This design comes from an exercise in tuning for small area, a short achievable clock period and few clock cycles per item on the open sky130 flow, not from production work.
Where RTL was checked, it was by simulation tests only, not by an equivalence proof against the original.
Power is estimated from default activity; no workload was simulated.

==> flow/design.v (excerpt) <==
module pattern_encoder #(
    parameter int INDEX_WIDTH = 32,
    parameter int ADDR_WIDTH  = 48,
    parameter int DATA_WIDTH  = 64
) (
    input  logic                   clk,
    input  logic                   rst,
    input  logic                   start,
    input  logic [ADDR_WIDTH-1:0]  start_addr,
    input  logic                   index_push,
    input  logic [INDEX_WIDTH-1:0] row,
    input  logic [INDEX_WIDTH-1:0] col,
    output logic                   index_stall,
    input  logic                   finish,
    output logic                   wr_req,
    input  logic                   wr_stall,
    output logic [ADDR_WIDTH-1:0]  wr_addr,
    output logic [DATA_WIDTH-1:0]  wr_data,
    output logic                   done,
    output logic [ADDR_WIDTH-1:0]  word_count
);
Settings: LEC_CHECK=0, CAP_MARGIN=20, CORE_MARGIN=2, CORE_UTILIZATION=60, PLACE_DENSITY=0.7, SETUP_SLACK_MARGIN=3.5, SLEW_MARGIN=20; clock period 7.0 ns.
standard.sh (not shown) runs the stock make flow with config.mk's settings and CLKGATE_MAP_FILE= SYNTH_SCRIPT=/design/flow/synth_recipe.tcl, a recipe that flattens the netlist after the stock synthesis.
==> flow/flow/run.sh <==
#!/bin/bash
export BUFFER_PORTS_ARGS="-buffer_cell sky130_fd_sc_hd__buf_2"
bash standard.sh > standard.log 2>&1
Then changed:
--- a/flow/design.v
+++ b/flow/design.v
@@ -18,21 +18,20 @@
     output logic [DATA_WIDTH-1:0]  wr_data,
     output logic                   done,
     output logic [ADDR_WIDTH-1:0]  word_count
 );
     localparam int IW = INDEX_WIDTH;
     localparam int VW = IW + 1;              
     localparam int LW = 6;                   
     localparam int CW = 1 + LW + VW;         
     localparam int BW = DATA_WIDTH - 1 + CW;       
     localparam int FW = 7;                   
-    localparam int HW2 = IW / 2;             
     localparam int KR = 10;                  
     localparam int KC = CW - 2 * (1 + LW) - KR;    
     function automatic logic [LW-1:0] bitlen(input logic [VW-1:0] v);
         logic [LW-1:0] n;
         n = '0;
         for (int i = 0; i < VW; i++)
             if (v[i]) n = LW'(i + 1);
         bitlen = n;
     endfunction
     function automatic logic [3:0] msb(input logic [KR-1:0] v);
@@ -49,60 +48,48 @@
             if (v[i]) n = LW'(i + 8);
         codelen = n;
     endfunction
     logic          active_q;      
     logic          first_q;       
     logic [IW-1:0] lrow_q, lcol_q;    
     logic          s0_v_q, s0_f_q;    
     logic          s0_hr_q;           
     logic          s0_rd_q;           
     logic          s0_sh_q;           
-    logic [HW2-1:0] s0_vrl_q, s0_vrh_q, s0_vcl_q, s0_vch_q;
-    logic           s0_vrb_q;         
-    logic           s0_vck_q;         
-    logic           s0_vcm_q;         
+    logic [IW-1:0] s0_vr_q;
+    logic [VW-1:0] s0_vc_q;
     logic          s1_v_q, s1_end_q;
     logic [CW-1:0] s1_code_q;
     logic [LW-1:0] s1_len_q;
     logic [BW-1:0]         buf_q;
     logic [FW-1:0]         fill_q;       
     logic                  fl_q;         
     logic                  wr_req_q, done_q;
     logic [ADDR_WIDTH-1:0] addr_q, cnt_q;
     logic room, pack, adv1, rowc, s0_last, adv0, take_pair;
     assign room    = !fill_q[6];
     assign pack    = s1_v_q && room;
     assign adv1    = !s1_v_q || room;
     assign rowc    = s0_v_q && s0_hr_q && !s0_rd_q && !s0_sh_q;  
     assign s0_last = adv1 && !rowc;
     assign adv0    = !(s0_v_q || s0_f_q) || s0_last;
     assign index_stall = s0_v_q && !s0_last;
     assign take_pair   = index_push && !index_stall;
     logic          ru, sh;
-    logic [HW2:0]   vrl, vca, vcs;
-    logic [HW2-1:0] vrh, vcsh;
-    logic           vcm;
+    logic [IW-1:0] vr;
+    logic [VW-1:0] vc;
     assign ru = row != lrow_q;
     assign sh = (row[IW-1:KR] == lrow_q[IW-1:KR]) && (col[IW-1:KC-1] == '0);
-    assign vrl  = {1'b0, row[HW2-1:0]} - {1'b0, lrow_q[HW2-1:0]};
-    assign vrh  = row[IW-1:HW2] - lrow_q[IW-1:HW2];
-    assign vcm  = ru || first_q;
-    assign vca  = {1'b0, col[HW2-1:0]} + (HW2+1)'(1);
-    assign vcs  = {1'b0, col[HW2-1:0]} - {1'b0, lcol_q[HW2-1:0]};
-    assign vcsh = col[IW-1:HW2] - lcol_q[IW-1:HW2];
-    logic [IW-1:0] s0_vr_q;           
-    logic [VW-1:0] s0_vc_q;           
+    assign vr = row - lrow_q;
+    assign vc = (ru || first_q) ? {1'b0, col} + VW'(1)
+                                : {1'b0, col - lcol_q};
     logic [LW-1:0] wr, wc;
-    assign s0_vr_q = {s0_vrh_q - HW2'(s0_vrb_q), s0_vrl_q};
-    assign s0_vc_q = {s0_vcm_q ? {1'b0, s0_vch_q} + (HW2+1)'(s0_vck_q)
-                               : {1'b0, s0_vch_q - HW2'(s0_vck_q)},
-                      s0_vcl_q};
     logic [CW-1:0] code, both;
     logic [LW-1:0] wrs, wcs;
     logic [LW-1:0] len;
     assign wr   = bitlen({1'b0, s0_vr_q});
     assign wc   = bitlen(s0_vc_q);
     assign wrs  = bitlen(VW'(s0_vr_q[KR-1:0]));
     assign wcs  = bitlen(VW'(s0_vc_q[KC-1:0]));
     assign both = CW'({s0_vr_q[KR-1:0], wrs, 1'b1})
                 | (CW'({s0_vc_q[KC-1:0], wcs, 1'b0, 8'b0})
                    << msb(s0_vr_q[KR-1:0]));
@@ -165,27 +152,22 @@
                 s1_end_q <= !s0_v_q && s0_f_q;
             end
             fill_q   <= fill_next;
             fl_q     <= fl && !done_next;
             wr_req_q <= wr_next;
             done_q   <= done_next;
         end
     end
     always_ff @(posedge clk) begin
         if (take_pair) begin
-            s0_vrl_q <= vrl[HW2-1:0];
-            s0_vrb_q <= vrl[HW2];
-            s0_vrh_q <= vrh;
-            s0_vcm_q <= vcm;
-            s0_vcl_q <= vcm ? vca[HW2-1:0] : vcs[HW2-1:0];
-            s0_vck_q <= vcm ? vca[HW2]     : vcs[HW2];
-            s0_vch_q <= vcm ? col[IW-1:HW2] : vcsh;
+            s0_vr_q <= vr;
+            s0_vc_q <= vc;
             s0_hr_q <= ru;
             s0_sh_q <= sh;
         end
         if (start) begin
             lrow_q <= '0;
         end else if (take_pair) begin
             lrow_q <= row;
         end
         if (take_pair) lcol_q <= col;
         if (adv1) begin
Outcome:
- final cell count falls by 0.55%
- worst hold slack is better by 0.017 ns
- maximum frequency stays flat
- design area rises by about 0.8%
- routed wire length rises by 1.2%
- power rises by 2.3%
- core utilization rises by 1.9 points
- worst setup slack barely changes
- die area falls by about 1.3%
Testbench counts after the change, summed over its fixed seeds: cycles 17,280, items 14,352.
Function not checked in the first run of this note: the RTL went through the layout flow alone.

-- re-timing with driven ports --
The results above use ideal ports. As a check the final layouts listed here were re-extracted and re-timed, cells and wires unchanged. Step 1: set_driving_cell puts a clkbuf_16 on clk and a buf_2 on each other input, an assumption about the parent block. Step 2 also shifts input and output timing later by t, the mid clock arrival at the registers, as if the neighbouring blocks saw the same clock. Three values: no drivers, after step 1, after step 2; two values: the first two.
run | shift t [ns] | setup WS [ns] | hold WS [ns] | worst setup path after step 2
the first run | 0.640 | 3.566 / 3.566 / 2.971 | 0.438 / 0.438 / 0.438 | input to register
the second run | 0.641 | 3.565 / 3.506 / 2.981 | 0.454 / 0.454 / 0.454 | input to register
After both steps every run listed still meets setup and hold. The setup slack of the first run, which loses most, moves by 0.000 ns with the drivers and by -0.595 ns with both steps.
